This is an optimization exercise on Yosys and OpenROAD, whose aim is small area, not a production implementation.
Only simulation tests tie the RTL to the original design; equivalence was not proved.
No activity file was given, so power comes from the tool's default toggle rates.

**flow/run.sh**
```bash
#!/bin/bash
# Standard layout with two changes: ports get the smallest buffer (buf_1)
# instead of clkdlybuf4s50_1, and clock tree synthesis adds no dummy loads and
# clusters sinks into groups a clkbuf_8 can drive within the clock-pin slew limit.
set -euo pipefail
CTS="-sink_clustering_enable -repair_clock_nets -dont_use_dummy_load"
CTS="$CTS -sink_clustering_size 18 -sink_clustering_max_diameter 50"
CTS="$CTS -buf_list sky130_fd_sc_hd__clkbuf_8"
bash standard.sh "CTS_ARGS=$CTS" "BUFFER_PORTS_ARGS=-buffer_cell sky130_fd_sc_hd__buf_1" finish > standard.log 2>&1
```
**standard.sh**
```bash
#!/bin/bash
# synth_recipe.tcl (not shown) runs the flow's synth.tcl, then flattens the netlist and writes it again
# the make line also repeats each setting of config.mk as NAME=value (left out here)
make -C /OpenROAD-flow-scripts/flow DESIGN_CONFIG=/design/flow/config.mk WORK_HOME=/design/flow/orfs CLKGATE_MAP_FILE= SYNTH_SCRIPT=/design/flow/synth_recipe.tcl "${@:-finish}"
```
**config.mk**
```make
export PLATFORM = sky130hd
export DESIGN_NAME = sonar_top
export DESIGN_NICKNAME = sonar_top
export VERILOG_FILES = /design/flow/design.v
export SDC_FILE = /design/flow/constraint.sdc
export NUM_CORES = 4
export LEC_CHECK = 0
export CAP_MARGIN = 20
export CORE_MARGIN = 2
export CORE_UTILIZATION = 65
export SLEW_MARGIN = 20
```
**constraint.sdc**
```tcl
create_clock -name core_clock -period 6.0 [get_ports {wb_clk_i}]
set_input_delay 1.2000 -clock core_clock [delete_from_list [all_inputs] [get_ports {wb_clk_i}]]
set_output_delay 1.2000 -clock core_clock [all_outputs]
set_load 0.01 [all_outputs]
```
**design.v**
```verilog
`default_nettype none
package sonar_pkg;
    localparam int BUS_W = 16;                  
    localparam logic [3:0] SOC_REGION = 4'd3;   
endpackage
`default_nettype wire
`timescale 1ns/100ps
`default_nettype none
module sonar_clock_gen (
    input  wire logic        wb_clk_i,
    input  wire logic        wb_rst_i,
    input  wire logic [31:0] wdat_i,
    input  wire logic        presc_wr_i,
    output logic [31:0]      presc_o,
    output logic             ce_pdm_o,
    output logic             ce_pcm_o,
    output logic             sstb_o,      
    output logic             lstb_o,      
    output logic             wclr_o,      
    output logic             mclk_o
);
    logic ph1, ph0;
    always_ff @(posedge wb_clk_i) begin
        if (wb_rst_i) begin
            ph1 <= 1'b1;
            ph0 <= 1'b0;
        end else begin
            ph1 <= ph0;
            ph0 <= ~ph1;
        end
    end
    assign mclk_o   = ~ph1;
    assign ce_pdm_o = ~ph1 & ~ph0;
    logic [31:0] pcnt;
    assign ce_pcm_o = ce_pdm_o && (pcnt == presc_o);
    always_ff @(posedge wb_clk_i) begin
        if (wb_rst_i) begin
            presc_o <= 32'd49;
        end else if (presc_wr_i) begin
            presc_o <= wdat_i;
        end
        if (wb_rst_i || presc_wr_i || ce_pcm_o)
            pcnt <= '0;
        else
            pcnt <= pcnt + 32'(ce_pdm_o);
    end
    logic rst_q1, rst_q2;
    always_ff @(posedge wb_clk_i) begin
        if (wb_rst_i) begin
            sstb_o <= 1'b0;
            lstb_o <= 1'b0;
        end else begin
            sstb_o <= ce_pcm_o;
            lstb_o <= sstb_o;
        end
        rst_q1 <= wb_rst_i;
        rst_q2 <= rst_q1;
    end
    assign wclr_o = rst_q1 | rst_q2;
endmodule
`default_nettype wire
`timescale 1ns/100ps
`default_nettype none
module sonar_add
#(
    parameter int N = 16,
    parameter int K = 3,
    parameter int R = 0      
) (
    input  wire logic [N-1:0] a_i,
    input  wire logic [N-1:0] b_i,
    input  wire logic         c_i,
    output logic [N:0]        s_o
);
    localparam int NB = R + (N - R + K - 1) / K;
    logic [NB:0] c;
    assign c[0] = c_i;
    for (genvar j = 0; j < NB; j++) begin : g_blk
        localparam int LO = (j < R) ? j : R + (j - R) * K;
        localparam int BK = (j < R) ? 1 : K;
        localparam int BW = (LO + BK <= N) ? BK : N - LO;
        logic [BW:0] t;
        assign t = {1'b0, a_i[LO +: BW]} + {1'b0, b_i[LO +: BW]} + {{BW{1'b0}}, c[j]};
        assign s_o[LO +: BW] = t[BW-1:0];
        assign c[j+1] = t[BW];
    end
    assign s_o[N] = c[NB];
endmodule
`default_nettype wire
`timescale 1ns/100ps
`default_nettype none
module sonar_channel (
    input  wire logic                        wb_clk_i,
    input  wire logic                        wb_rst_i,
    input  wire logic                        ce_pdm_i,
    input  wire logic                        ce_pcm_i,
    input  wire logic                        sstb_i,
    input  wire logic                        lstb_i,
    input  wire logic                        wclr_i,      
    input  wire logic                        pdm_i,
    input  wire logic                        mclear_i,
    input  wire logic                        thresh_wr_i,
    input  wire logic [sonar_pkg::BUS_W-1:0] wdat_i,
    output logic [sonar_pkg::BUS_W-1:0]      sample_o,
    output logic [sonar_pkg::BUS_W-1:0]      level_o,
    output logic [sonar_pkg::BUS_W-1:0]      thresh_o,
    output logic                             echo_o
);
    localparam int W = sonar_pkg::BUS_W;
    logic [W-1:0] cnt;
    logic [W:0]   a1, a2;      
    logic [W:0]   pair;        
    logic [W+1:0] sum;
    sonar_add #(.N(W))   u_pair (.a_i(sample_o), .b_i(cnt), .c_i(1'b0), .s_o(pair));
    sonar_add #(.N(W+1)) u_sum  (.a_i(pair),     .b_i(a2),  .c_i(1'b0), .s_o(sum));
    logic [W-1:0] inc;
    assign inc = cnt + W'(ce_pdm_i & pdm_i);
    always_ff @(posedge wb_clk_i) begin
        if (wb_rst_i || sstb_i)
            cnt <= '0;
        else if (ce_pcm_i)
            cnt <= sample_o;
        else
            cnt <= inc;
    end
    always_ff @(posedge wb_clk_i) begin
        if (wb_rst_i)
            sample_o <= '0;
        else if (ce_pcm_i)
            sample_o <= inc;
    end
    always_ff @(posedge wb_clk_i) begin
        if (sstb_i || wclr_i) begin
            a1 <= pair;
            a2 <= a1;
        end
    end
    always_ff @(posedge wb_clk_i) begin
        if (wb_rst_i)
            level_o <= '0;
        else if (sstb_i)
            level_o <= sum[W+1:2];
    end
    always_ff @(posedge wb_clk_i) begin
        if (wb_rst_i) begin
            thresh_o <= '1;
            echo_o   <= 1'b0;
        end else begin
            if (thresh_wr_i)
                thresh_o <= wdat_i;
            if (mclear_i || thresh_wr_i)
                echo_o <= 1'b0;
            else if (lstb_i && (level_o > thresh_o))
                echo_o <= 1'b1;
        end
    end
endmodule
`default_nettype wire
`timescale 1ns/100ps
`default_nettype none
module wb_sonar_regs
#(
    parameter int N_CHANNELS = 4
) (
    input  wire logic                                   wb_clk_i,
    input  wire logic                                   wb_rst_i,
    input  wire logic                                   wbs_cyc_i,
    input  wire logic                                   wbs_stb_i,
    input  wire logic                                   wbs_we_i,
    input  wire logic [3:0]                             wbs_sel_i,
    input  wire logic [31:0]                            wbs_adr_i,
    output logic                                        wbs_ack_o,
    output logic [31:0]                                 wbs_dat_o,
    input  wire logic [N_CHANNELS*sonar_pkg::BUS_W-1:0] sample_i,
    input  wire logic [N_CHANNELS*sonar_pkg::BUS_W-1:0] level_i,
    input  wire logic [N_CHANNELS*sonar_pkg::BUS_W-1:0] thresh_i,
    input  wire logic [N_CHANNELS-1:0]                  echo_i,
    input  wire logic [31:0]                            presc_i,
    output logic                                        presc_wr_o,
    output logic [N_CHANNELS-1:0]                       thresh_wr_o,
    output logic                                        irq_o
);
    localparam int W = sonar_pkg::BUS_W;
    logic            acc;
    logic            wr;
    logic [8:0]      word;
    logic [W-1:0]    ch_rdat;
    logic [31:0]     rd_nxt;
    logic [N_CHANNELS-1:0] status_q;
    assign acc  = wbs_cyc_i && wbs_stb_i && (wbs_adr_i[31:28] == sonar_pkg::SOC_REGION) && !wbs_ack_o;
    assign wr   = acc && wbs_we_i && wbs_sel_i[0];
    assign word = wbs_adr_i[10:2];
    assign presc_wr_o = wr && (word == 9'd1);
    for (genvar c = 0; c < N_CHANNELS; c++) begin : g_wr
        assign thresh_wr_o[c] = wr && (word == 9'(2 + 16 * c));
    end
    always_comb begin
        ch_rdat = '0;
        if (word[8:6] == 3'd0) begin
            case (word[3:0])
                4'd2: ch_rdat = thresh_i[word[5:4]*W +: W];
                4'd3: ch_rdat = sample_i[word[5:4]*W +: W];
                4'd4: ch_rdat = level_i[word[5:4]*W +: W];
                default: ch_rdat = '0;
            endcase
        end
        case (word)
            9'd0:    rd_nxt = 32'(status_q);
            9'd1:    rd_nxt = presc_i;
            default: rd_nxt = {{(32-W){ch_rdat[W-1]}}, ch_rdat};
        endcase
    end
    always_ff @(posedge wb_clk_i) begin
        if (wb_rst_i) begin
            wbs_ack_o <= 1'b0;
            status_q  <= '0;
        end else begin
            wbs_ack_o <= acc;
            status_q  <= echo_i;
        end
    end
    always_ff @(posedge wb_clk_i) begin
        wbs_dat_o <= rd_nxt;
    end
    assign irq_o = |status_q;
endmodule
`default_nettype wire
`timescale 1ns/100ps
`default_nettype none
module sonar_top
#(
    parameter int N_CHANNELS = 4,
    parameter int PDM_DIV    = 4,
    parameter int WIN_LOG2   = 2
) (
    input  wire logic                  wb_clk_i,
    input  wire logic                  wb_rst_i,
    input  wire logic                  wbs_cyc_i,
    input  wire logic                  wbs_stb_i,
    input  wire logic                  wbs_we_i,
    input  wire logic [3:0]            wbs_sel_i,
    input  wire logic [31:0]           wbs_adr_i,
    input  wire logic [31:0]           wbs_dat_i,
    output logic                       wbs_ack_o,
    output logic [31:0]                wbs_dat_o,
    input  wire logic [N_CHANNELS-1:0] pdm_i,
    input  wire logic                  mclear_i,
    output logic                       mclk_o,
    output logic                       irq_o
);
    localparam int W = sonar_pkg::BUS_W;
    logic        ce_pdm, ce_pcm, sstb, lstb, wclr;
    logic [31:0] presc;
    logic        presc_wr;
    logic [N_CHANNELS-1:0]   thresh_wr;
    logic [N_CHANNELS*W-1:0] sample, level, thresh;
    logic [N_CHANNELS-1:0]   echo;
    sonar_clock_gen u_clk (
        .wb_clk_i   (wb_clk_i),
        .wb_rst_i   (wb_rst_i),
        .wdat_i     (wbs_dat_i),
        .presc_wr_i (presc_wr),
        .presc_o    (presc),
        .ce_pdm_o   (ce_pdm),
        .ce_pcm_o   (ce_pcm),
        .sstb_o     (sstb),
        .lstb_o     (lstb),
        .wclr_o     (wclr),
        .mclk_o     (mclk_o)
    );
    wb_sonar_regs #(
        .N_CHANNELS (N_CHANNELS)
    ) u_regs (
        .wb_clk_i    (wb_clk_i),
        .wb_rst_i    (wb_rst_i),
        .wbs_cyc_i   (wbs_cyc_i),
        .wbs_stb_i   (wbs_stb_i),
        .wbs_we_i    (wbs_we_i),
        .wbs_sel_i   (wbs_sel_i),
        .wbs_adr_i   (wbs_adr_i),
        .wbs_ack_o   (wbs_ack_o),
        .wbs_dat_o   (wbs_dat_o),
        .sample_i    (sample),
        .level_i     (level),
        .thresh_i    (thresh),
        .echo_i      (echo),
        .presc_i     (presc),
        .presc_wr_o  (presc_wr),
        .thresh_wr_o (thresh_wr),
        .irq_o       (irq_o)
    );
    for (genvar c = 0; c < N_CHANNELS; c++) begin : g_chan
        sonar_channel u_chan (
            .wb_clk_i    (wb_clk_i),
            .wb_rst_i    (wb_rst_i),
            .ce_pdm_i    (ce_pdm),
            .ce_pcm_i    (ce_pcm),
            .sstb_i      (sstb),
            .lstb_i      (lstb),
            .wclr_i      (wclr),
            .pdm_i       (pdm_i[c]),
            .mclear_i    (mclear_i),
            .thresh_wr_i (thresh_wr[c]),
            .wdat_i      (wbs_dat_i[W-1:0]),
            .sample_o    (sample[c*W +: W]),
            .level_o     (level[c*W +: W]),
            .thresh_o    (thresh[c*W +: W]),
            .echo_o      (echo[c])
        );
    end
endmodule
`default_nettype wire
```
==> results of run 1 <==
-- Yosys cell counts, types with 4 or more instances --
library cell	instances	area (um^2)
dfxtp_1	367	7350
nor2_1	300	1130
inv_1	255	957
nand2_1	179	672
a21oi_1	176	881
ha_1	158	1980
a211oi_1	147	1100
edfxtp_1	136	4080
xnor2_1	129	1130
clkbuf_1	81	304
fa_1	80	1600
a211o_1	64	561
a221o_1	60	601
nand3_1	49	245
a21o_1	47	353
buf_2	37	185
nand4_1	29	181
xor2_1	29	254
mux2i_1	28	280
nor3_1	19	95.1
or4_1	18	135
and3_1	17	106
nor2b_1	16	100
o21ai_0	13	65.1
o21ai_1	12	60.1
buf_1	11	41.3
and2_1	6	37.5
nor4_1	6	37.5
nor2_4	5	56.3
o211ai_1	5	37.5
or3_1	5	31.3
a22o_1	4	35.0
a22oi_1	4	30.0
a31oi_1	4	25.0
nand2b_1	4	25.0
-- per-stage QoR --
step / std cells / hold slack [ns] / worst slack, ns / cell area (um^2)
after global placement: 3016 / 0.334 / 0.489 / 25600
final: 3064 / 0.368 / 0.364 / 26300
after detailed placement: 3016 / 0.350 / 0.460 / 25600
after global routing: 3064 / 0.370 / 0.0148 / 26300
after floorplan: 2532 / 0.323 / 0.892 / 25000
after CTS: 3064 / 0.364 / 0.383 / 26300
-- routing by layer --
layer  vias up  part of all wire  global-route usage
li1       8779                 -                   -
met1      8820              0.43               0.409
met2       554              0.46               0.483
met3       126             0.077              0.0556
met4         0             0.029              0.0897
met5         -                 0                   0
-- power by group --
group	switching (uW)	total [uW]	internal [uW]	leakage [uW]
registers	26.2	3570	3550	0.00446
clock network	1100	1810	713	0.000345
logic	189	267	77.3	0.00638
total	1320	5650	4340	0.0112
-- area by class of cell --
cell class,instances,area (um^2)
clock buffers,48,661
fillers,2981,11500
inverters,255,957
multi-input cells,1642,12100
flip-flops and latches,503,11400
well taps,511,639
repair buffers,105,454
-- state kept, by name (all words and copies together) (netlist names) --
register	flops
g_chan.u_chan.echo_o	4
u_clk.pcnt	32
u_clk.presc_o	32
u_clk.lstb_o	1
u_clk.sstb_o	1
g_chan.u_chan.level_o	64
u_clk.ph1	1
u_clk.ph0	1
g_chan.u_chan.cnt	64
u_regs.wbs_dat_o	32
u_clk.rst_q2	1
u_clk.rst_q1	1
u_regs.wbs_ack_o	1
g_chan.u_chan.thresh_o	64
g_chan.u_chan.a2	68
g_chan.u_chan.a1	68
u_regs.status_q	4
g_chan.u_chan.sample_o	64
-- cells in the final DEF, fill, tap and decap left out, drive strengths merged, types with 5 or more instances in the layout --
cell type	netlist	routed
nand3	49	49
or3	5	5
and3	17	17
nor2	305	305
a211o	64	64
dfxtp	367	367
nor2b	16	16
xor2	29	29
mux2i	28	28
fa	80	80
buf	51	104
a221o	60	60
nand2	179	179
nor3	19	19
and2	8	8
a211oi	147	147
o21ai	25	25
or4	18	18
edfxtp	136	136
nand4	29	29
inv	255	255
ha	158	158
nor4	7	7
a21oi	176	176
or2	5	5
a21o	47	47
o211ai	5	5
clkbuf	81	49
xnor2	129	129
-- worst max-delay path by stage --
stage                                 start                           end  slack, ns  depth (start not counted)
6_report            g_chan[1].u_chan.cnt[1]  g_chan[1].u_chan.level_o[14]       0.36                         26
5_1_grt        g_chan[0].u_chan.sample_o[0]  g_chan[0].u_chan.level_o[14]       0.01                         27
4_1_cts             g_chan[1].u_chan.cnt[1]  g_chan[1].u_chan.level_o[14]       0.38                         26
3_5_place_dp   g_chan[0].u_chan.sample_o[1]  g_chan[0].u_chan.level_o[14]       0.46                         26
3_3_place_gp        g_chan[1].u_chan.cnt[1]  g_chan[1].u_chan.level_o[14]       0.49                         26
2_1_floorplan       g_chan[1].u_chan.cnt[1]  g_chan[1].u_chan.level_o[14]       0.89                         26
-- cells by family (layout without fill, tap and decap cells) --
logic type      after synthesis  in the layout  share of synthesized area
simple gates                672            672                      0.121
buf+inv                     387            408                     0.0603
mux                          28             28                     0.0112
flops                       503            503                      0.457
fa+ha+maj                   238            238                      0.143
compound gates              546            546                      0.153
xor+xnor                    158            158                     0.0553
==> metrics.yaml, run 1 <==
status:
  status: "no timing/DRC/antenna violations"
grt:
  antenna_found_initial: 1
  grt_overflow: 0
  grt_pass1_wl_um: 95500
  grt.total_usage: 0.298
  grt_max_degree: 71
  grt_pass1_vias: 17700
die:
  dieArea_um2: 40100
  initial_core_util: 0.662
  fp.dieW_um: 200
  core_area_um2: 37800
  io_pins: 113
  die_y_um: 200
  fp-row-count: 71
worst_setup_path:
  critPathLaunchType: "flop"
  crit_family: "adder cells"
  cp_num_buf_inv: 5
  critPathMaxFanout: 6
  r2r_start: "g_chan[1].u_chan.cnt[1]"
  r2r_setup_slack_ns: 0.36
  cpMaxStageDelayCell: "fa_1"
  worstSetupEndpointType: "flop"
  required_ns: 6.49
  cp.arrival_ns: 6.12
  r2r-end: "g_chan[1].u_chan.level_o[14]"
  worstRegToRegCells: 26
  crit_type: "flop to flop"
  crit_top_cell: "fa_1"
  slowest_delay_ns: 0.50
placement:
  portBuffers: 90
  hpwl_um: 42400
  gp_congestion: 0.914
detailed_routing:
  wl_per_cell_um: 19.4
  via_count: 18300
  post_drt_via_cell_ratio: 5.97
  first_pass_iters: 5
  final_antenna_net_count: 0
  drc_errors: 0
  drt_wl_total_um: 59400
  drt_first_iter_violations: 1368
sta:
  tns_ns: 0
  hold_viol: 0
  slew_viol_final: 0
  slew-limit-headroom: 0.290
  post-route-period-util: 0.939
  finalCriticalPeriod_ns: 5.64
  setup_viol: 0
  rsz0062_at_grt: "false"
  worst_pin_slew_ns: 1.06
  clock.fmax_ghz: 0.177
  skew_ns: 0.0581
logic_synthesis:
  syn-num-nets: 2848
  yosysUniqueCellTypes: 54
  synthesis.area_um2: 25000
  async_flop_share: 0
  synth_area_per_cell_um2: 9.89
  synth-edff-count: 136
  synth_flop_cell: "dfxtp_1"
  ys_warn_count: 3
  seq_area_frac_synth: 0.457
  synth_cells: 2532
  synth_seq_cells: 503
hold_path:
  min_path_cells: 0
  hold_end: "u_clk.rst_q2"
  hold_path.class: "flop to flop"
  min_from: "u_clk.rst_q1"
power_and_ir_drop:
  finalPower_uw: 5650
  powerDensity_nw_per_um2: 215
  peakVddDrop_mv: 0.199
  p_leak_uw: 0.0112
final_layout:
  syn2layout_area_growth_pct: 5.02
  final_util: 0.695
  drive_above_1_share: 0.0325
  antennaDiodeCount: 0
  nets: 2871
flow_run:
  max_cap_violations: 0
clock_network:
  cts.sinks: 503
  root_buffer: "clkbuf_8"
  clockBufferDepth: 3
  cts_tree: "yes"
  htreeDepth: 2
  cts_hold_buf: 0
  numCtsBuffers: 48
  cts.clk_slew.worst_paths_ns: 0.10
  cts_resized: 0
  cts_post_setup_buffers_inserted: 0
  clk_latency_ns: 0.67
==> run 2, diff against run 1 <==
--- a/design.v
+++ b/design.v
@@ -62,4 +62,25 @@
 `timescale 1ns/100ps
 `default_nettype none
+module sonar_ripple
+#(
+    parameter int N = 8
+) (
+    input  wire logic [N-1:0] a_i,
+    input  wire logic [N-1:0] b_i,
+    input  wire logic         c_i,
+    output logic [N-1:0]      s_o,
+    output logic              c_o
+);
+    logic [N:0] c;
+    assign c[0] = c_i;
+    for (genvar i = 0; i < N; i++) begin : g_bit
+        assign s_o[i]  = a_i[i] ^ b_i[i] ^ c[i];
+        assign c[i+1]  = (a_i[i] & b_i[i]) | (a_i[i] & c[i]) | (b_i[i] & c[i]);
+    end
+    assign c_o = c[N];
+endmodule
+`default_nettype wire
+`timescale 1ns/100ps
+`default_nettype none
 module sonar_add
 #(
@@ -108,17 +129,34 @@
 );
     localparam int W = sonar_pkg::BUS_W;
+    localparam int L = 7;                  
+    localparam int H = W + 1 - L;          
     logic [W-1:0] cnt;
     logic [W:0]   a1, a2;      
-    logic [W:0]   pair;        
-    logic [W+1:0] sum;
-    sonar_add #(.N(W))   u_pair (.a_i(sample_o), .b_i(cnt), .c_i(1'b0), .s_o(pair));
-    sonar_add #(.N(W+1)) u_sum  (.a_i(pair),     .b_i(a2),  .c_i(1'b0), .s_o(sum));
-    logic [W-1:0] inc;
+    logic [W-1:0] inc;         
+    logic         tp;          
+    logic         ic;          
+    logic [L-1:0] pair_lo, sum_lo;
+    logic         pc_raw, pc, sc;
+    logic [W-1:0] tmp;         
     assign inc = cnt + W'(ce_pdm_i & pdm_i);
+    assign tp  = ce_pcm_i & pdm_i;
+    assign ic  = tp & (&cnt[L-1:0]);
+    sonar_ripple #(.N(L)) u_pair_lo (.a_i(cnt[L-1:0]), .b_i(sample_o[L-1:0]), .c_i(tp),
+                                     .s_o(pair_lo), .c_o(pc_raw));
+    sonar_ripple #(.N(L)) u_sum_lo  (.a_i(pair_lo), .b_i(a2[L-1:0]), .c_i(1'b0),
+                                     .s_o(sum_lo), .c_o(sc));
+    assign pc  = pc_raw & ~ic;
+    assign tmp = {sample_o[W-1:L], sum_lo[L-1:2], sc, pc};
+    logic [H-1:0] pair_hi;
+    logic [H:0]   sum_hi;
+    sonar_ripple #(.N(H-1)) u_pair_hi (.a_i(sample_o[W-1:L]), .b_i(cnt[W-1:L]), .c_i(cnt[0]),
+                                       .s_o(pair_hi[H-2:0]), .c_o(pair_hi[H-1]));
+    sonar_ripple #(.N(H)) u_sum_hi    (.a_i(pair_hi), .b_i(a2[W:L]), .c_i(cnt[1]),
+                                       .s_o(sum_hi[H-1:0]), .c_o(sum_hi[H]));
     always_ff @(posedge wb_clk_i) begin
         if (wb_rst_i || sstb_i)
             cnt <= '0;
         else if (ce_pcm_i)
-            cnt <= sample_o;
+            cnt <= tmp;
         else
             cnt <= inc;
@@ -131,7 +169,11 @@
     end
     always_ff @(posedge wb_clk_i) begin
+        if (ce_pcm_i || wclr_i) begin
+            a1[L-1:0] <= pair_lo;
+            a2[L-1:0] <= a1[L-1:0];
+        end
         if (sstb_i || wclr_i) begin
-            a1 <= pair;
-            a2 <= a1;
+            a1[W:L] <= pair_hi;
+            a2[W:L] <= a1[W:L];
         end
     end
@@ -140,5 +182,5 @@
             level_o <= '0;
         else if (sstb_i)
-            level_o <= sum[W+1:2];
+            level_o <= {sum_hi, cnt[L-1:2]};
     end
     always_ff @(posedge wb_clk_i) begin
--- a/flow/run.sh
+++ b/flow/run.sh
@@ -5,5 +5,5 @@
 set -euo pipefail
 CTS="-sink_clustering_enable -repair_clock_nets -dont_use_dummy_load"
-CTS="$CTS -sink_clustering_size 18 -sink_clustering_max_diameter 50"
+CTS="$CTS -sink_clustering_size 20 -sink_clustering_max_diameter 55"
 CTS="$CTS -buf_list sky130_fd_sc_hd__clkbuf_8"
 bash standard.sh "CTS_ARGS=$CTS" "BUFFER_PORTS_ARGS=-buffer_cell sky130_fd_sc_hd__buf_1" finish > standard.log 2>&1
==> metrics.yaml, run 2 <==
worst_setup_path:
  critPathLaunchType: "flop"
  cp.arrival_ns: 6.04  # -0.08 ns
  worstRegToRegCells: 13  # -50%
  crit_type: "flop to flop"
  worstSetupEndpointType: "flop"
  required_ns: 6.50  # about the same
  critPathMaxFanout: 4  # -2
clock_network:
  clk_latency_ns: 0.64  # -0.03 ns
  cts_tree: "yes"
  cts.clk_slew.worst_paths_ns: 0.10  # about the same
  cts_post_setup_buffers_inserted: 0  # unchanged
  cts_hold_buf: 0  # unchanged
  numCtsBuffers: 42  # -13%
  cts.sinks: 503  # unchanged
  clockBufferDepth: 3  # unchanged
  root_buffer: "clkbuf_8"
  cts_resized: 0  # unchanged
  htreeDepth: 2  # unchanged
logic_synthesis:
  synth_cells: 2241  # -11%
  yosysUniqueCellTypes: 56  # +3.7%
  yosys.area.top_type_share: 0.309  # +0.0152
  yosys-top-cells-area: "dfxtp_1 (31%), edfxtp_1 (17%), fa_1 (10%), nor2_1 (4.9%), ha_1 (4.1%)"
  async_flop_share: 0  # unchanged
  synth_area_per_cell_um2: 10.6  # +7.4%
  yosysMostFrequentCell: "dfxtp_1"
  syn-num-nets: 2517  # -12%
  synth_largest_area_cell: "dfxtp_1"
  synth_seq_cells: 503  # unchanged
  ys_warn_count: 3  # unchanged
  synth_common_cells: "dfxtp_1 (367), nor2_1 (313), nand2_1 (170), edfxtp_1 (136), a21oi_1 (135)"
  synth-edff-count: 136  # unchanged
  seq_area_frac_synth: 0.480  # +0.0236
  synth_flop_cell: "dfxtp_1"
  synthesis.area_um2: 23800  # -4.9%
sta:
  post-route-period-util: 0.923  # -0.0164
  setup_viol: 0  # unchanged
  clock.fmax_ghz: 0.181  # +1.8%
  slew_viol_final: 0  # unchanged
  finalCriticalPeriod_ns: 5.54  # -0.0982 ns
  finalHoldWorstSlack_ns: 0.341  # -0.0271 ns
  worst_pin_slew_ns: 0.876  # -0.189 ns
  hold_viol: 0  # unchanged
  rsz0062_at_grt: "false"
  tns_ns: 0  # unchanged
  skew_ns: 0.0413  # -0.0169 ns
  slew-limit-headroom: 0.416  # +0.126
final_layout:
  layout_commonest_cell: "dfxtp_1"
  fillers: 2780  # -6.7%
  final_util: 0.686  # -0.00912
  final_cells: 2729  # -11%
  antennaDiodeCount: 0  # unchanged
  layout_common_cells: "dfxtp_1 (366), nor2_1 (313), nand2_1 (170)"
  top_regs: "g_chan.u_chan.a1: 68 flops, g_chan.u_chan.a2: 68 flops"
  nets: 2539  # -12%
  syn2layout_area_growth_pct: 4.70
  drive_above_1_share: 0.0389  # +0.00641
die:
  core_area_um2: 36300  # -4.0%
  die_y_um: 195  # -2.4%
  dieArea_um2: 38200  # -4.8%
  initial_core_util: 0.655  # -0.00667
  io_pins: 113  # unchanged
  fp-row-count: 70  # -1.4%
  fp.dieW_um: 195  # -2.4%
detailed_routing:
  drt_wl_total_um: 57800  # -2.6%
  post_drt_via_cell_ratio: 6.12  # +2.6%
  first_pass_iters: 5  # unchanged
  drt_first_iter_violations: 1224  # -11%
  wl_per_cell_um: 21.2  # +9.3%
  final_antenna_net_count: 0  # unchanged
  via_count: 16700  # -8.6%
  drc_errors: 0  # unchanged
placement:
  hpwl_um: 40900  # -3.5%
  gp_congestion: 0.912  # -0.23%
  portBuffers: 90  # unchanged
  dp_cells: 2686  # -11%
grt:
  grt_overflow: 0  # unchanged
  antenna_found_initial: 1  # unchanged
  grt_pass1_vias: 16300  # -7.9%
  grt_pass1_wl_um: 91700  # -3.9%
  grt.total_usage: 0.311  # +0.0126
  grt_max_degree: 112  # +58%
flow_run:
  max_cap_violations: 0  # unchanged
hold_path:
  hold_path.class: "flop to flop"
  min_path_cells: 0  # unchanged
power_and_ir_drop:
  p_leak_uw: 0.0102  # -8.4%
  powerDensity_nw_per_um2: 222  # +3.4%
  peakVddDrop_mv: 0.192  # -3.2%
status:
  status: "no timing/DRC/antenna violations"
==> run 2: path summary, 6_finish.rpt <==
kind / from / to / slack (ns)
setup / recovery: g_chan[3].u_chan.cnt[0] / g_chan[3].u_chan.level_o[14] / 0.46
hold / removal: u_clk.rst_q1 / u_clk.rst_q2 / 0.34
setup reg to reg: g_chan[3].u_chan.cnt[0] / g_chan[3].u_chan.level_o[14] / 0.46
hold reg to reg: u_clk.rst_q1 / u_clk.rst_q2 / 0.34
==> run 2: critical path: stages (launching register included) <==
cell and delay [ns]:
dfxtp_1 0.37, fa_1 0.47, fa_1 0.52, fa_1 0.47, fa_1 0.42, fa_1 0.43
fa_1 0.42, fa_1 0.42, fa_1 0.42, fa_1 0.39, fa_1 0.40, fa_1 0.44
mux2i_1 0.16, nor2_1 0.06
==> run 2: stage by stage <==
stage	total power, uW	area, um^2	setup WS [ns]
floorplan	3800	23800	0.948
global placement	3910	24300	0.684
detailed placement	3910	24300	0.551
CTS	5580	24900	0.460
global route	5720	24900	0.315
finish	5540	24900	0.463
==> run 2: kinds of logic (layout without fill, tap and decap cells) <==
kind of cell,Yosys count,count (layout),share of synthesized area
AND/OR/NAND/NOR,716,716,0.141
flip-flops,503,503,0.480
AO/OA/AOI/OAI,420,420,0.126
buffers and inverters,219,239,0.0398
adder cells (fa/ha/maj),198,198,0.142
XOR/XNOR,121,121,0.0445
multiplexers,64,64,0.0269
==> run 2: final cells by class <==
class                      count  area (um^2)  area share
inverter                      86          323      0.0130
multi-input combinational   1519        11500       0.460
timing repair buffer         111          537      0.0215
clock buffer                  42          578      0.0232
sequential                   503        11400       0.459
tap                          468          586      0.0235
==> run 2: power breakdown <==
group / switching (uW) / internal (uW)
clock: 1070 / 628
sequential: 33.8 / 3550
combinational: 182 / 74.8
total: 1290 / 4250
==> run 2: metal layers <==
layer,up-vias,wire length [um],GRT usage
li1,7897,-,-
met1,8212,26000,0.444
met2,509,26300,0.489
met3,85,3860,0.0539
met4,2,1600,0.0933
met5,-,13,0
==> run 3, diff against run 2 <==
--- a/flow/run.sh
+++ b/flow/run.sh
@@ -5,5 +5,5 @@
 set -euo pipefail
 CTS="-sink_clustering_enable -repair_clock_nets -dont_use_dummy_load"
-CTS="$CTS -sink_clustering_size 20 -sink_clustering_max_diameter 55"
+CTS="$CTS -sink_clustering_size 18 -sink_clustering_max_diameter 50"
 CTS="$CTS -buf_list sky130_fd_sc_hd__clkbuf_8"
 bash standard.sh "CTS_ARGS=$CTS" "BUFFER_PORTS_ARGS=-buffer_cell sky130_fd_sc_hd__buf_1" finish > standard.log 2>&1
==> metrics.yaml, run 3 <==
final_layout:
  final_cells: 2732  # +0.11%
  regArea_um2: 11400  # unchanged
  design_area_um2: 25000  # +0.12%
  fillers: 2756  # -0.86%
  drive_above_1_share: 0.0398  # +0.000849
  nets: 2541  # +0.079%
  top_regs: "g_chan.u_chan.a1: 68 flops, g_chan.u_chan.a2: 68 flops"
  syn2layout_area_growth_pct: 4.83
  multi_input_area_um2: 11500  # unchanged
  layout_common_cells: "dfxtp_1 (366), nor2_1 (313), nand2_1 (170)"
  layout_commonest_cell: "dfxtp_1"
sta:
  skew_ns: 0.0412  # -0.0000756 ns
  slew_viol_final: 0  # unchanged
  slew-limit-headroom: 0.421  # +0.00489
  hold_viol: 0  # unchanged
  post-route-period-util: 0.920  # -0.00266
  tns_ns: 0  # unchanged
  clock.fmax_ghz: 0.181  # +0.29%
  finalCriticalPeriod_ns: 5.52  # -0.0159 ns
  rsz0062_at_grt: "false"
  setup_viol: 0  # unchanged
  worst_pin_slew_ns: 0.869  # -0.00734 ns
clock_network:
  root_buffer: "clkbuf_8"
  htreeDepth: 2  # unchanged
  cts_hold_buf: 0  # unchanged
  numCtsBuffers: 44  # +4.8%
  cts_tree: "yes"
  cts.sinks: 503  # unchanged
  clockBufferDepth: 3  # unchanged
  cts_post_setup_buffers_inserted: 0  # unchanged
  clk_latency_ns: 0.65  # about the same
  cts.clk_slew.worst_paths_ns: 0.09  # about the same
  cts_resized: 0  # unchanged
detailed_routing:
  final_antenna_net_count: 0  # unchanged
  drt_first_iter_violations: 1274  # +4.1%
  drt_wl_total_um: 57800  # about the same
  drc_errors: 0  # unchanged
  post_drt_via_cell_ratio: 6.13  # +0.18%
  first_pass_iters: 9  # +4
  wl_per_cell_um: 21.2  # -0.13%
  via_count: 16800  # +0.29%
flow_run:
  max_cap_violations: 0  # unchanged
logic_synthesis:
  yosysMostFrequentCell: "dfxtp_1"
  synth-edff-count: 136  # unchanged
  seq_area_frac_synth: 0.480  # unchanged
  yosysUniqueCellTypes: 56  # unchanged
  async_flop_share: 0  # unchanged
  synth_largest_area_cell: "dfxtp_1"
  synth_flop_cell: "dfxtp_1"
  syn-num-nets: 2517  # unchanged
  synth_cells: 2241  # unchanged
  synth_common_cells: "dfxtp_1 (367), nor2_1 (313), nand2_1 (170), edfxtp_1 (136), a21oi_1 (135)"
  synth_seq_cells: 503  # unchanged
  ys_warn_count: 3  # unchanged
  synthesis.area_um2: 23800  # unchanged
  synth_area_per_cell_um2: 10.6  # unchanged
  yosys-top-cells-area: "dfxtp_1 (31%), edfxtp_1 (17%), fa_1 (10%), nor2_1 (4.9%), ha_1 (4.1%)"
  yosys.area.top_type_share: 0.309  # unchanged
grt:
  grt_pass1_vias: 16300  # +0.092%
  grt.total_usage: 0.310  # -0.000533
  grt_max_degree: 112  # unchanged
  antenna_found_initial: 6  # +5
  grt_pass1_wl_um: 91300  # -0.39%
  grt_overflow: 0  # unchanged
power_and_ir_drop:
  powerDensity_nw_per_um2: 223  # +0.48%
  finalPower_uw: 5570  # +0.60%
  peakVddDrop_mv: 0.228  # +19%
  p_leak_uw: 0.0103  # +0.14%
worst_setup_path:
  cp.arrival_ns: 6.02  # -0.02 ns
  critPathMaxFanout: 4  # unchanged
  r2r_setup_slack_ns: 0.48  # +0.02 ns
  r2r_start: "g_chan[3].u_chan.cnt[0]"
  worstSetupEndpointType: "flop"
  required_ns: 6.50  # about the same
  crit_type: "flop to flop"
  r2r-end: "g_chan[3].u_chan.level_o[14]"
  worstRegToRegCells: 13  # unchanged
  critPathLaunchType: "flop"
hold_path:
  min_from: "u_clk.rst_q1"
  hold_path.class: "flop to flop"
  min_path_cells: 0  # unchanged
  hold_end: "u_clk.rst_q2"
die:
  initial_core_util: 0.655  # unchanged
  die_y_um: 195  # unchanged
  dieArea_um2: 38200  # unchanged
  fp.dieW_um: 195  # unchanged
  core_area_um2: 36300  # unchanged
  fp-row-count: 70  # unchanged
  io_pins: 113  # unchanged
placement:
  portBuffers: 90  # unchanged
  placed_area_um2: 24300  # unchanged
  gp_congestion: 0.912  # unchanged
  hpwl_um: 40900  # unchanged
  dp_cells: 2686  # unchanged
status:
  status: "no timing/DRC/antenna violations"
[run 3: cell type report]
cell class              count  share of cell area
diodes                      1            0.000100
clock buffers              44              0.0243
inverters                  86              0.0129
multi-input cells        1519               0.459
flip-flops and latches    503               0.458
well taps                 468              0.0235
repair buffers            111              0.0215
[run 3: worst max path at each step]
stage,start,to,slack (ns),cells after the start
detailed placement,g_chan[3].u_chan.cnt[0],g_chan[3].u_chan.level_o[14],0.55,13
CTS,g_chan[3].u_chan.cnt[0],g_chan[3].u_chan.level_o[14],0.48,13
global route,g_chan[3].u_chan.cnt[7],g_chan[3].u_chan.level_o[14],0.34,13
floorplan,g_chan[2].u_chan.cnt[7],g_chan[2].u_chan.level_o[14],0.95,13
finish,g_chan[3].u_chan.cnt[0],g_chan[3].u_chan.level_o[14],0.48,13
global placement,g_chan[3].u_chan.cnt[7],g_chan[3].u_chan.level_o[14],0.68,13
[run 3: critical path: stages (launching register included)]
cell,delay [ns]
dfxtp_1,0.36
fa_1,0.47
fa_1,0.52
fa_1,0.47
fa_1,0.42
fa_1,0.43
fa_1,0.42
fa_1,0.42
fa_1,0.42
fa_1,0.39
fa_1,0.40
fa_1,0.44
mux2i_1,0.17
nor2_1,0.06
[run 3: cell families (layout without fill, tap and decap cells)]
kind of cell,count (synthesis),count (layout),share of synthesized area
buffers and inverters,219,241,0.0398
adder cells (fa/ha/maj),198,198,0.142
XOR/XNOR,121,121,0.0445
AO/OA/AOI/OAI,420,420,0.126
other,0,1,0
multiplexers,64,64,0.0269
flip-flops,503,503,0.480
AND/OR/NAND/NOR,716,716,0.141
[run 3: routing by layer]
metal  share of wire  track usage  routed length (um)
met1            0.44        0.431               25600
met2            0.45        0.488               26200
met3           0.070       0.0604                4020
met4           0.033        0.109                1930
met5          0.0019       0.0140                 108
[run 3: report_power, final]
group	internal, uW	total (uW)	switching, uW
sequential	3550	3580	33.7
combinational	74.9	259	184
clock	656	1730	1080
total	4280	5570	1290
[run 3: through the flow]
| step | util | setup WS, ns | hold slack (ns) |
|---|---|---|---|
| after floorplan | - | 0.948 | 0.338 |
| after global placement | 0.669 | 0.684 | 0.350 |
| after detailed placement | 0.669 | 0.551 | 0.360 |
| after CTS | 0.686 | 0.485 | 0.345 |
| after global routing | 0.687 | 0.336 | 0.357 |
| final | 0.687 | 0.479 | 0.352 |
==> run 4, diff against run 3 <==
--- a/design.v
+++ b/design.v
@@ -239,9 +239,18 @@
     always_comb begin
         ch_rdat = '0;
-        if (word[8:6] == 3'd0) begin
-            case (word[3:0])
-                4'd2: ch_rdat = thresh_i[word[5:4]*W +: W];
-                4'd3: ch_rdat = sample_i[word[5:4]*W +: W];
-                4'd4: ch_rdat = level_i[word[5:4]*W +: W];
+        if (word[8:6] == 3'd0 && word[3:0] >= 4'd2 && word[3:0] <= 4'd4) begin
+            case ({word[5:4], word[1:0]})
+                4'b0010: ch_rdat = thresh_i[0*W +: W];
+                4'b0011: ch_rdat = sample_i[0*W +: W];
+                4'b0000: ch_rdat = level_i[0*W +: W];
+                4'b0110: ch_rdat = thresh_i[1*W +: W];
+                4'b0111: ch_rdat = sample_i[1*W +: W];
+                4'b0100: ch_rdat = level_i[1*W +: W];
+                4'b1010: ch_rdat = thresh_i[2*W +: W];
+                4'b1011: ch_rdat = sample_i[2*W +: W];
+                4'b1000: ch_rdat = level_i[2*W +: W];
+                4'b1110: ch_rdat = thresh_i[3*W +: W];
+                4'b1111: ch_rdat = sample_i[3*W +: W];
+                4'b1100: ch_rdat = level_i[3*W +: W];
                 default: ch_rdat = '0;
             endcase
--- a/flow/run.sh
+++ b/flow/run.sh
@@ -6,4 +6,4 @@
 CTS="-sink_clustering_enable -repair_clock_nets -dont_use_dummy_load"
 CTS="$CTS -sink_clustering_size 18 -sink_clustering_max_diameter 50"
-CTS="$CTS -buf_list sky130_fd_sc_hd__clkbuf_8"
+CTS="$CTS -buf_list {sky130_fd_sc_hd__clkbuf_4 sky130_fd_sc_hd__clkbuf_8}"
 bash standard.sh "CTS_ARGS=$CTS" "BUFFER_PORTS_ARGS=-buffer_cell sky130_fd_sc_hd__buf_1" finish > standard.log 2>&1
==> metrics.yaml, run 4 <==
sta:
  skew_ns: 0.0527  # +0.0115 ns
  hold_viol: 0  # unchanged
  clock.fmax_ghz: 0.178  # -1.6%
  setup_viol: 0  # unchanged
  worst_pin_slew_ns: 1.06  # +0.187 ns
  tns_ns: 0  # unchanged
  fin_ws_ns: 0.386  # -0.0922 ns
  slew_viol_final: 0  # unchanged
  finalCriticalPeriod_ns: 5.61  # +0.0922 ns
  slew-limit-headroom: 0.296  # -0.124
  rsz0062_at_grt: "false"
  post-route-period-util: 0.936  # +0.0154
final_layout:
  fillers: 2694  # -2.2%
  multi_input_area_um2: 11400  # -0.62%
  nets: 2552  # +0.43%
  layout_common_cells: "dfxtp_1 (366), nor2_1 (274), nand2_1 (203)"
  drive_above_1_share: 0.0576  # +0.0178
  top_regs: "g_chan.u_chan.a1: 68 flops, g_chan.u_chan.a2: 68 flops"
  antennaDiodeCount: 0  # -1
  layout_commonest_cell: "dfxtp_1"
  syn2layout_area_growth_pct: 5.91
  regArea_um2: 11400  # unchanged
clock_network:
  clockBufferDepth: 3  # unchanged
  cts.sinks: 503  # unchanged
  root_buffer: "clkbuf_8"
  clk_latency_ns: 0.66  # about the same
  cts_hold_buf: 0  # unchanged
  cts_tree: "yes"
  cts_post_setup_buffers_inserted: 0  # unchanged
  htreeDepth: 2  # unchanged
  cts.clk_slew.worst_paths_ns: 0.07  # -0.02 ns
  cts_resized: 0  # unchanged
  numCtsBuffers: 48  # +9.1%
detailed_routing:
  first_pass_iters: 6  # -3
  via_count: 17300  # +3.1%
  wl_per_cell_um: 23.5  # +11%
  drc_errors: 0  # unchanged
  final_antenna_net_count: 0  # unchanged
  drt_first_iter_violations: 1648  # +29%
  post_drt_via_cell_ratio: 6.32  # +3.0%
  drt_wl_total_um: 64200  # +11%
worst_setup_path:
  required_ns: 6.49  # about the same
  worstSetupEndpointType: "flop"
  cp.arrival_ns: 6.10  # +0.08 ns
  critPathLaunchType: "flop"
  crit_type: "flop to flop"
  critPathMaxFanout: 4  # unchanged
power_and_ir_drop:
  powerDensity_nw_per_um2: 224  # +0.46%
  p_leak_uw: 0.0104  # +1.1%
  peakVddDrop_mv: 0.217  # -5.0%
die:
  io_pins: 113  # unchanged
  fp.dieW_um: 195  # -0.32%
  die_y_um: 195  # -0.32%
  dieArea_um2: 37900  # -0.64%
  core_area_um2: 35700  # -1.9%
  fp-row-count: 69  # -1.4%
  initial_core_util: 0.663  # +0.00829
status:
  status: "no timing/DRC/antenna violations"
logic_synthesis:
  synth_cells: 2218  # -1.0%
  yosysUniqueCellTypes: 56  # unchanged
  synth-edff-count: 136  # unchanged
  ys_warn_count: 3  # unchanged
  async_flop_share: 0  # unchanged
  syn-num-nets: 2494  # -0.91%
  synth_seq_cells: 503  # unchanged
  yosys-top-cells-area: "dfxtp_1 (31%), edfxtp_1 (17%), fa_1 (10%), nor2_1 (4.4%), ha_1 (4.1%)"
  yosysMostFrequentCell: "dfxtp_1"
  synth_common_cells: "dfxtp_1 (367), nor2_1 (275), nand2_1 (204), edfxtp_1 (136), fa_1 (120)"
  synth_largest_area_cell: "dfxtp_1"
  yosys.area.top_type_share: 0.311  # +0.00206
  seq_area_frac_synth: 0.483  # +0.00320
  synthesis.area_um2: 23600  # -0.66%
  synth_area_per_cell_um2: 10.7  # +0.37%
  synth_flop_cell: "dfxtp_1"
grt:
  grt_pass1_vias: 16900  # +3.9%
  grt_overflow: 0  # unchanged
  grt_pass1_wl_um: 99000  # +8.3%
  antenna_found_initial: 0  # -6
  grt_max_degree: 83  # -26%
  grt.total_usage: 0.342  # +0.0323
placement:
  gp_congestion: 1.00  # +9.8%
  hpwl_um: 45800  # +12%
  portBuffers: 90  # unchanged
  pre_cts_slack_ns: 0.444  # -0.107 ns
flow_run:
  max_cap_violations: 0  # unchanged
hold_path:
  hold_path.class: "flop to flop"
-- run 4: cell count changes in the layout (fill, tap and decap cells not counted), moves of 14 or more --
cell      change
a211o_1      -65
a221oi_1     +37
a221o_1      -60
o211ai_1     +59
a22o_1       +32
nand2_1      +33
nor2_1       -39
a22oi_1      +14
a21o_1       +37
a21oi_1      -78
-- run 4: where the power goes --
part	leakage, uW	internal, uW	switching [uW]
Clock	0.000345	713	1090
Combinational	0.00558	64.0	163
Sequential	0.00446	3550	34.8
Total	0.0104	4330	1290
-- run 4: critical path, stage by stage (launching register included) --
cell and delay [ns]:
dfxtp_1 0.40, fa_1 0.51, fa_1 0.53, fa_1 0.50
fa_1 0.44, fa_1 0.42, fa_1 0.42, fa_1 0.42
fa_1 0.44, fa_1 0.40, fa_1 0.39, fa_1 0.43
mux2i_1 0.14, nor2_1 0.05
-- run 4: layer usage --
metal	GRT usage	vias up	share of wire
met4	0.118	0	0.036
met2	0.542	747	0.46
li1	-	7901	-
met1	0.482	8483	0.43
met5	0	-	0
met3	0.0567	141	0.079
-- run 4: worst paths after layout --
check                                        startpoint                           end  slack, ns  depth (start not counted)
worst max-delay path            g_chan[2].u_chan.cnt[0]  g_chan[2].u_chan.level_o[14]       0.39                         13
worst min-delay path                       u_clk.rst_q1                  u_clk.rst_q2       0.36                          0
worst max register to register  g_chan[2].u_chan.cnt[0]  g_chan[2].u_chan.level_o[14]       0.39                         13
worst min register to register             u_clk.rst_q1                  u_clk.rst_q2       0.36                          0
-- run 4: final cells by class --
type / instances / share of cell area
Timing Repair Buffer: 124 / 0.0251
Inverter: 93 / 0.0139
Sequential cell: 503 / 0.457
Clock buffer: 48 / 0.0264
Multi-Input combinational cell: 1506 / 0.455
Tap cell: 461 / 0.0230
-- run 4: stage by stage --
stage | total power, uW | hold slack, ns | instances | util | area (um^2)
5_1_grt | 5780 | 0.381 | 2735 | 0.702 | 25000
2_1_floorplan | 3780 | 0.338 | 2218 | - | 23600
3_3_place_gp | 3870 | 0.350 | 2684 | 0.682 | 24300
4_1_cts | 5650 | 0.365 | 2732 | 0.701 | 25000
6_report | 5620 | 0.363 | 2735 | 0.702 | 25000
3_5_place_dp | 3880 | 0.355 | 2684 | 0.682 | 24300
-- run 4: logic make-up after synthesis --
group,synth area share
simple gates,0.136
flops,0.483
compound gates,0.127
buf+inv,0.0376
fa+ha+maj,0.143
xor+xnor,0.0448
mux,0.0284
==> run 5, diff against run 4 <==
--- a/flow/run.sh
+++ b/flow/run.sh
@@ -6,4 +6,4 @@
 CTS="-sink_clustering_enable -repair_clock_nets -dont_use_dummy_load"
 CTS="$CTS -sink_clustering_size 18 -sink_clustering_max_diameter 50"
-CTS="$CTS -buf_list {sky130_fd_sc_hd__clkbuf_4 sky130_fd_sc_hd__clkbuf_8}"
+CTS="$CTS -buf_list sky130_fd_sc_hd__clkbuf_8"
 bash standard.sh "CTS_ARGS=$CTS" "BUFFER_PORTS_ARGS=-buffer_cell sky130_fd_sc_hd__buf_1" finish > standard.log 2>&1
==> metrics.yaml, run 5 <==
clock_network:
  cts_post_setup_buffers_inserted: 0  # unchanged
  cts_tree: "yes"
  clockBufferDepth: 3  # unchanged
  cts_hold_buf: 0  # unchanged
  clk_latency_ns: 0.66  # about the same
  htreeDepth: 2  # unchanged
  cts_resized: 0  # unchanged
  numCtsBuffers: 48  # unchanged
  root_buffer: "clkbuf_8"
  cts.sinks: 503  # unchanged
  cts.clk_slew.worst_paths_ns: 0.07  # about the same
logic_synthesis:
  synthesis.area_um2: 23600  # unchanged
  yosys-top-cells-area: "dfxtp_1 (31%), edfxtp_1 (17%), fa_1 (10%), nor2_1 (4.4%), ha_1 (4.1%)"
  syn-num-nets: 2494  # unchanged
  yosysMostFrequentCell: "dfxtp_1"
  synth_cells: 2218  # unchanged
  synth_seq_cells: 503  # unchanged
  ys_warn_count: 3  # unchanged
  synth_common_cells: "dfxtp_1 (367), nor2_1 (275), nand2_1 (204), edfxtp_1 (136), fa_1 (120)"
  synth-edff-count: 136  # unchanged
  yosys.area.top_type_share: 0.311  # unchanged
  synth_flop_cell: "dfxtp_1"
  synth_area_per_cell_um2: 10.7  # unchanged
  synth_largest_area_cell: "dfxtp_1"
  async_flop_share: 0  # unchanged
  yosysUniqueCellTypes: 56  # unchanged
  seq_area_frac_synth: 0.483  # unchanged
final_layout:
  drive_above_1_share: 0.0576  # unchanged
  syn2layout_area_growth_pct: 5.91  # unchanged
  top_regs: "g_chan.u_chan.a1: 68 flops, g_chan.u_chan.a2: 68 flops"
  design_area_um2: 25000  # unchanged
  multi_input_area_um2: 11400  # unchanged
  fillers: 2694  # unchanged
  layout_commonest_cell: "dfxtp_1"
  final_cells: 2735  # unchanged
  antennaDiodeCount: 0  # unchanged
  layout_common_cells: "dfxtp_1 (366), nor2_1 (274), nand2_1 (203)"
  nets: 2552  # unchanged
  regArea_um2: 11400  # unchanged
sta:
  fin_ws_ns: 0.386  # unchanged
  skew_ns: 0.0527  # unchanged
  worst_pin_slew_ns: 1.06  # unchanged
  rsz0062_at_grt: "false"
  setup_viol: 0  # unchanged
  slew-limit-headroom: 0.296  # unchanged
  slew_viol_final: 0  # unchanged
  hold_viol: 0  # unchanged
  post-route-period-util: 0.936  # unchanged
  tns_ns: 0  # unchanged
  clock.fmax_ghz: 0.178  # unchanged
  finalCriticalPeriod_ns: 5.61  # unchanged
power_and_ir_drop:
  powerDensity_nw_per_um2: 224  # unchanged
  p_leak_uw: 0.0104  # unchanged
  peakVddDrop_mv: 0.217  # unchanged
die:
  initial_core_util: 0.663  # unchanged
  core_area_um2: 35700  # unchanged
  io_pins: 113  # unchanged
  fp-row-count: 69  # unchanged
  die_y_um: 195  # unchanged
  dieArea_um2: 37900  # unchanged
  fp.dieW_um: 195  # unchanged
grt:
  grt_overflow: 0  # unchanged
  antenna_found_initial: 0  # unchanged
  grt_pass1_vias: 16900  # unchanged
  grt.total_usage: 0.342  # unchanged
  grt_max_degree: 83  # unchanged
  grt_pass1_wl_um: 99000  # unchanged
detailed_routing:
  first_pass_iters: 6  # unchanged
  post_drt_via_cell_ratio: 6.32  # unchanged
  drc_errors: 0  # unchanged
  via_count: 17300  # unchanged
  wl_per_cell_um: 23.5  # unchanged
  drt_first_iter_violations: 1648  # unchanged
  drt_wl_total_um: 64200  # unchanged
  final_antenna_net_count: 0  # unchanged
worst_setup_path:
  cp.arrival_ns: 6.10  # about the same
  critPathLaunchType: "flop"
  required_ns: 6.49  # about the same
  critPathMaxFanout: 4  # unchanged
  worstSetupEndpointType: "flop"
  crit_type: "flop to flop"
placement:
  pre_cts_slack_ns: 0.444  # unchanged
  dp_cells: 2684  # unchanged
  portBuffers: 90  # unchanged
  gp_congestion: 1.00  # unchanged
  hpwl_um: 45800  # unchanged
  placed_area_um2: 24300  # unchanged
status:
  status: "no timing/DRC/antenna violations"
flow_run:
  max_cap_violations: 0  # unchanged
hold_path:
  hold_path.class: "flop to flop"
## run 5: cell counts after synthesis
Identical to the previous run, type by type.
## run 5: cells by family after synthesis
family	Yosys count	share of synthesized area
DFF	503	0.483
AOI/OAI and AO/OA	412	0.127
and+or+nand+nor	708	0.136
adders and majority gates	198	0.143
muxes	67	0.0284
xor gates and xnor gates	121	0.0448
buffers and inverters	209	0.0376
## run 5: layout make-up
class                      instances  area share
sequential                       503       0.457
tap                              461      0.0230
inverter                          93      0.0139
timing repair buffer             124      0.0251
multi-input combinational       1506       0.455
clock buffer                      48      0.0264
## run 5: power by group
part	leakage (uW)	total [uW]	switching [uW]	internal, uW
sequential	0.00446	3580	34.8	3550
combinational	0.00558	227	163	64.0
clock	0.000345	1810	1090	713
## run 5: path summary, 6_finish.rpt
kind	startpoint	slack [ns]	cells after the start	endpoint
worst max-delay path	g_chan[2].u_chan.cnt[0]	0.39	13	g_chan[2].u_chan.level_o[14]
worst min-delay path	u_clk.rst_q1	0.36	0	u_clk.rst_q2
worst max register to register	g_chan[2].u_chan.cnt[0]	0.39	13	g_chan[2].u_chan.level_o[14]
worst min register to register	u_clk.rst_q1	0.36	0	u_clk.rst_q2
## run 5: critical path, cell delays in order (launching register included)
cell	delay [ns]
dfxtp_1	0.40
fa_1	0.51
fa_1	0.53
fa_1	0.50
fa_1	0.44
fa_1	0.42
fa_1	0.42
fa_1	0.42
fa_1	0.44
fa_1	0.40
fa_1	0.39
fa_1	0.43
mux2i_1	0.14
nor2_1	0.05
## run 5: layer usage
| metal | share of wire | vias up | wire length [um] | global-route usage |
|---|---|---|---|---|
| li1 | - | 7901 | - | - |
| met4 | 0.036 | 0 | 2320 | 0.118 |
| met2 | 0.46 | 747 | 29400 | 0.542 |
| met5 | 0 | - | 0 | 0 |
| met1 | 0.43 | 8483 | 27400 | 0.482 |
| met3 | 0.079 | 141 | 5070 | 0.0567 |
## run 5: stage by stage
step	power, uW	util	hold slack (ns)
detailed placement	3880	0.682	0.355
global route	5780	0.702	0.381
CTS	5650	0.701	0.365
floorplan	3780	-	0.338
finish	5620	0.702	0.363
global placement	3870	0.682	0.350
==> run 6, diff against run 5 <==
--- a/design.v
+++ b/design.v
@@ -154,4 +154,12 @@
     sonar_ripple #(.N(H)) u_sum_hi    (.a_i(pair_hi), .b_i(a2[W:L]), .c_i(cnt[1]),
                                        .s_o(sum_hi[H-1:0]), .c_o(sum_hi[H]));
+    logic [W-1:0] thresh_n;
+    logic         gt_lo, gt_h0, gt_h1, gt;
+    logic [7:0]   cs_lo, cs_h0, cs_h1;
+    assign thresh_o = ~thresh_n;
+    sonar_ripple #(.N(8)) u_cmp_lo (.a_i(level_o[7:0]),  .b_i(thresh_n[7:0]),  .c_i(1'b0), .s_o(cs_lo), .c_o(gt_lo));
+    sonar_ripple #(.N(8)) u_cmp_h0 (.a_i(level_o[15:8]), .b_i(thresh_n[15:8]), .c_i(1'b0), .s_o(cs_h0), .c_o(gt_h0));
+    sonar_ripple #(.N(8)) u_cmp_h1 (.a_i(level_o[15:8]), .b_i(thresh_n[15:8]), .c_i(1'b1), .s_o(cs_h1), .c_o(gt_h1));
+    assign gt = gt_lo ? gt_h1 : gt_h0;
     always_ff @(posedge wb_clk_i) begin
         if (wb_rst_i || sstb_i)
@@ -186,12 +194,12 @@
     always_ff @(posedge wb_clk_i) begin
         if (wb_rst_i) begin
-            thresh_o <= '1;
+            thresh_n <= '0;
             echo_o   <= 1'b0;
         end else begin
             if (thresh_wr_i)
-                thresh_o <= wdat_i;
+                thresh_n <= ~wdat_i;
             if (mclear_i || thresh_wr_i)
                 echo_o <= 1'b0;
-            else if (lstb_i && (level_o > thresh_o))
+            else if (lstb_i && gt)
                 echo_o <= 1'b1;
         end
@@ -239,18 +247,9 @@
     always_comb begin
         ch_rdat = '0;
-        if (word[8:6] == 3'd0 && word[3:0] >= 4'd2 && word[3:0] <= 4'd4) begin
-            case ({word[5:4], word[1:0]})
-                4'b0010: ch_rdat = thresh_i[0*W +: W];
-                4'b0011: ch_rdat = sample_i[0*W +: W];
-                4'b0000: ch_rdat = level_i[0*W +: W];
-                4'b0110: ch_rdat = thresh_i[1*W +: W];
-                4'b0111: ch_rdat = sample_i[1*W +: W];
-                4'b0100: ch_rdat = level_i[1*W +: W];
-                4'b1010: ch_rdat = thresh_i[2*W +: W];
-                4'b1011: ch_rdat = sample_i[2*W +: W];
-                4'b1000: ch_rdat = level_i[2*W +: W];
-                4'b1110: ch_rdat = thresh_i[3*W +: W];
-                4'b1111: ch_rdat = sample_i[3*W +: W];
-                4'b1100: ch_rdat = level_i[3*W +: W];
+        if (word[8:6] == 3'd0) begin
+            case (word[3:0])
+                4'd2: ch_rdat = thresh_i[word[5:4]*W +: W];
+                4'd3: ch_rdat = sample_i[word[5:4]*W +: W];
+                4'd4: ch_rdat = level_i[word[5:4]*W +: W];
                 default: ch_rdat = '0;
             endcase
--- a/flow/run.sh
+++ b/flow/run.sh
@@ -5,5 +5,5 @@
 set -euo pipefail
 CTS="-sink_clustering_enable -repair_clock_nets -dont_use_dummy_load"
-CTS="$CTS -sink_clustering_size 18 -sink_clustering_max_diameter 50"
+CTS="$CTS -sink_clustering_size 16 -sink_clustering_max_diameter 45"
 CTS="$CTS -buf_list sky130_fd_sc_hd__clkbuf_8"
 bash standard.sh "CTS_ARGS=$CTS" "BUFFER_PORTS_ARGS=-buffer_cell sky130_fd_sc_hd__buf_1" finish > standard.log 2>&1
--- a/config.mk
+++ b/config.mk
@@ -8,4 +8,4 @@
 export CAP_MARGIN = 20
 export CORE_MARGIN = 2
-export CORE_UTILIZATION = 65
+export CORE_UTILIZATION = 75
 export SLEW_MARGIN = 20
==> metrics.yaml, run 6 <==
status:
  status: "no timing/DRC/antenna violations"
worst_setup_path:
  worstSetupEndpointType: "flop"
  cpMaxStageDelayCell: "fa_1"
  slowest_delay_ns: 0.55  # +0.02 ns
  r2r-end: "g_chan[3].u_chan.level_o[14]"
  r2r_setup_slack_ns: 0.22  # -0.16 ns
  cp-startpoint: "g_chan[3].u_chan.cnt[0]"
  critPathMaxFanout: 4  # unchanged
  r2r_start: "g_chan[3].u_chan.cnt[0]"
  cp_cell_sequence: "fa_1, fa_1, fa_1, fa_1, fa_1, fa_1, fa_1, fa_1, fa_1, fa_1, fa_1, mux2i_1, nor2_1"
  required_ns: 6.43  # -0.06 ns
  crit_end: "g_chan[3].u_chan.level_o[14]"
  critPathLaunchType: "flop"
  crit_type: "flop to flop"
  crit_top_cell: "fa_1"
  cp.arrival_ns: 6.21  # +0.11 ns
  worstRegToRegCells: 13  # unchanged
power_and_ir_drop:
  powerDensity_nw_per_um2: 231  # +3.1%
  p_leak_uw: 0.00918  # -12%
  peakVddDrop_mv: 0.212  # -2.4%
  finalPower_uw: 5590  # -0.50%
detailed_routing:
  drc_errors: 0  # unchanged
  first_pass_iters: 6  # unchanged
  drt_first_iter_violations: 1810  # +9.8%
  final_antenna_net_count: 0  # unchanged
  wl_per_cell_um: 22.6  # -3.8%
  via_count: 17100  # -1.3%
  post_drt_via_cell_ratio: 6.61  # +4.6%
  drt_wl_total_um: 58200  # -9.2%
logic_synthesis:
  seq_area_frac_synth: 0.498  # +0.0147
  yosysMostFrequentCell: "nor2_1"
  async_flop_share: 0  # unchanged
  synth_seq_cells: 503  # unchanged
  yosysUniqueCellTypes: 56  # unchanged
  synth-edff-count: 136  # unchanged
  ys_warn_count: 3  # unchanged
  yosys-top-cells-area: "dfxtp_1 (32%), edfxtp_1 (18%), fa_1 (10%), nor2_1 (6.1%), mux2i_1 (4.8%)"
  synth_area_per_cell_um2: 10.7  # +0.59%
  synth_largest_area_cell: "dfxtp_1"
  synth_cells: 2140  # -3.5%
  synthesis.area_um2: 22900  # -2.9%
  synth_common_cells: "nor2_1 (373), dfxtp_1 (367), nand2_1 (176), edfxtp_1 (136), fa_1 (120)"
  yosys.area.top_type_share: 0.320  # +0.00944
  synth_flop_cell: "dfxtp_1"
  syn-num-nets: 2352  # -5.7%
grt:
  grt.total_usage: 0.368  # +0.0255
  grt_overflow: 0  # unchanged
  antenna_found_initial: 2  # +2
  grt_pass1_wl_um: 90200  # -8.8%
  grt_max_degree: 85  # +2.4%
  grt_pass1_vias: 16400  # -3.5%
die:
  fp-row-count: 64  # -7.2%
  die_y_um: 179  # -8.1%
  io_pins: 113  # unchanged
  initial_core_util: 0.756  # +0.0930
  fp.dieW_um: 179  # -8.1%
  core_area_um2: 30300  # -15%
  dieArea_um2: 32000  # -16%
final_layout:
  final_cells: 2581  # -5.6%
  layout_commonest_cell: "nor2_1"
  syn2layout_area_growth_pct: 5.29
  nets: 2398  # -6.0%
  top_regs: "g_chan.u_chan.a1: 68 flops, g_chan.u_chan.a2: 68 flops"
  layout_common_cells: "nor2_1 (369), dfxtp_1 (365), nand2_1 (176)"
  design_area_um2: 24200  # -3.5%
  drive_above_1_share: 0.0604  # +0.00283
placement:
  placed_area_um2: 23400  # -3.6%
  gp_congestion: 0.929  # -7.2%
  portBuffers: 90  # unchanged
  hpwl_um: 40900  # -11%
  dp_cells: 2531  # -5.7%
sta:
  skew_ns: 0.0510  # -0.00174 ns
  post-route-period-util: 0.963  # +0.0273
  finalCriticalPeriod_ns: 5.78  # +0.164 ns
  worst_pin_slew_ns: 1.10  # +0.0426 ns
  hold_viol: 0  # unchanged
  slew_viol_final: 0  # unchanged
  slew-limit-headroom: 0.268  # -0.0284
  clock.fmax_ghz: 0.173  # -2.8%
  setup_viol: 0  # unchanged
clock_network:
  numCtsBuffers: 48  # unchanged
  clk_latency_ns: 0.61  # -0.05 ns
  cts.sinks: 503  # unchanged
  cts_tree: "yes"
  cts_hold_buf: 0  # unchanged
  htreeDepth: 2  # unchanged
  cts.clk_slew.worst_paths_ns: 0.08  # about the same
  root_buffer: "clkbuf_8"
  clockBufferDepth: 3  # unchanged
hold_path:
  hold_path.class: "flop to flop"
  min_path_cells: 0  # unchanged
flow_run:
  max_cap_violations: 0  # unchanged
## run 6: cells by family (layout without fill, tap and decap cells)
| family | Yosys count | after routing | synth area share |
|---|---|---|---|
| XOR/XNOR | 122 | 122 | 0.0466 |
| adder cells (fa/ha/maj) | 139 | 139 | 0.114 |
| flip-flops | 503 | 503 | 0.498 |
| AO/OA/AOI/OAI | 415 | 415 | 0.133 |
| AND/OR/NAND/NOR | 697 | 697 | 0.129 |
| buffers and inverters | 155 | 199 | 0.0309 |
| other | 0 | 1 | 0 |
| multiplexers | 109 | 109 | 0.0475 |
## run 6: layout make-up
class | count | area, um^2
sequential | 503 | 11400
multi-input combinational | 1482 | 10900
fill | 1936 | 6190
clock buffer | 48 | 661
timing repair buffer | 117 | 544
tap | 396 | 495
inverter | 34 | 133
antenna | 1 | 2.50
## run 6: worst min path at each step
stage,startpoint,slack (ns),end
finish,u_clk.rst_q1,0.38,u_clk.rst_q2
global route,u_clk.rst_q1,0.39,u_clk.rst_q2
CTS,u_clk.rst_q1,0.38,u_clk.rst_q2
detailed placement,u_clk.rst_q1,0.37,u_clk.rst_q2
global placement,u_clk.rst_q1,0.35,u_clk.rst_q2
floorplan,u_clk.rst_q1,0.34,u_clk.rst_q2
## run 6: critical path, delay by kind of cell (launching register included)
kind                     cells  cell delay (ns)
adder cells (fa/ha/maj)     11             5.05
flip-flops                   1             0.37
multiplexers                 1             0.14
AND/OR/NAND/NOR              1             0.06
## run 6: timing repair
item,CTS,global route
endpoints found under the setup margin,0,7
buffers inserted,0,1
gates resized for setup,0,12
endpoints found under the hold margin,0,0
## run 6: power by group
group | leakage [uW] | internal (uW) | total [uW] | switching (uW)
combinational | 0.00438 | 64.1 | 235 | 171
sequential | 0.00445 | 3550 | 3590 | 35.3
clock | 0.000345 | 713 | 1770 | 1060
## run 6: per-stage QoR
| stage | worst slack (ns) | TNS, ns | utilization | hold slack (ns) |
|---|---|---|---|---|
| 2_1_floorplan | 0.317 | 0 | - | 0.338 |
| 3_3_place_gp | 0.159 | 0 | 0.773 | 0.352 |
| 3_5_place_dp | 0.130 | 0 | 0.773 | 0.366 |
| 4_1_cts | 0.0999 | 0 | 0.794 | 0.376 |
| 5_1_grt | -0.0173 | -0.0173 | 0.796 | 0.387 |
| 6_report | 0.223 | 0 | 0.796 | 0.377 |
## run 6: layer usage
layer,GRT usage,up-vias,wire length [um]
li1,-,7674,-
met1,0.514,8431,23900
met2,0.588,803,27400
met3,0.0528,142,4870
met4,0.139,0,2090
met5,0,-,0

port drivers added, routing unchanged:
No port has a modelled driver above. Below, the same layouts with a new extraction and two added sets of constraints. Step 1 sets driving cells, clkbuf_16 on the clock port and buf_2 on the other inputs (assumed; they add their load-dependent delay and slew). Step 2 adds t to the input delays and takes it off the output delays; t is the mean of the earliest and latest rising clock arrival at the registers after step 1. Input paths then give back, and output paths get back, about the clock's delay inside the block. Three values: ideal ports, drivers, drivers and shift; two values: the first two.
| run | shift t [ns] | setup WS [ns] | worst setup path after step 2 | worst register clock-pin slew, ns |
|---|---|---|---|---|
| run 1 | 0.688 | 0.364 / 0.364 / 0.364 | register to register | 0.10 / 0.10 |
| run 2 | 0.676 | 0.463 / 0.463 / 0.463 | register to register | 0.11 / 0.11 |
| run 3 | 0.680 | 0.479 / 0.479 / 0.479 | register to register | 0.11 / 0.11 |
| run 4 | 0.679 | 0.386 / 0.386 / 0.386 | register to register | 0.11 / 0.11 |
| run 5 | 0.679 | 0.386 / 0.386 / 0.386 | register to register | 0.11 / 0.11 |
| run 6 | 0.634 | 0.223 / 0.223 / 0.223 | register to register | 0.10 / 0.10 |
After both steps every run listed still meets setup and hold.
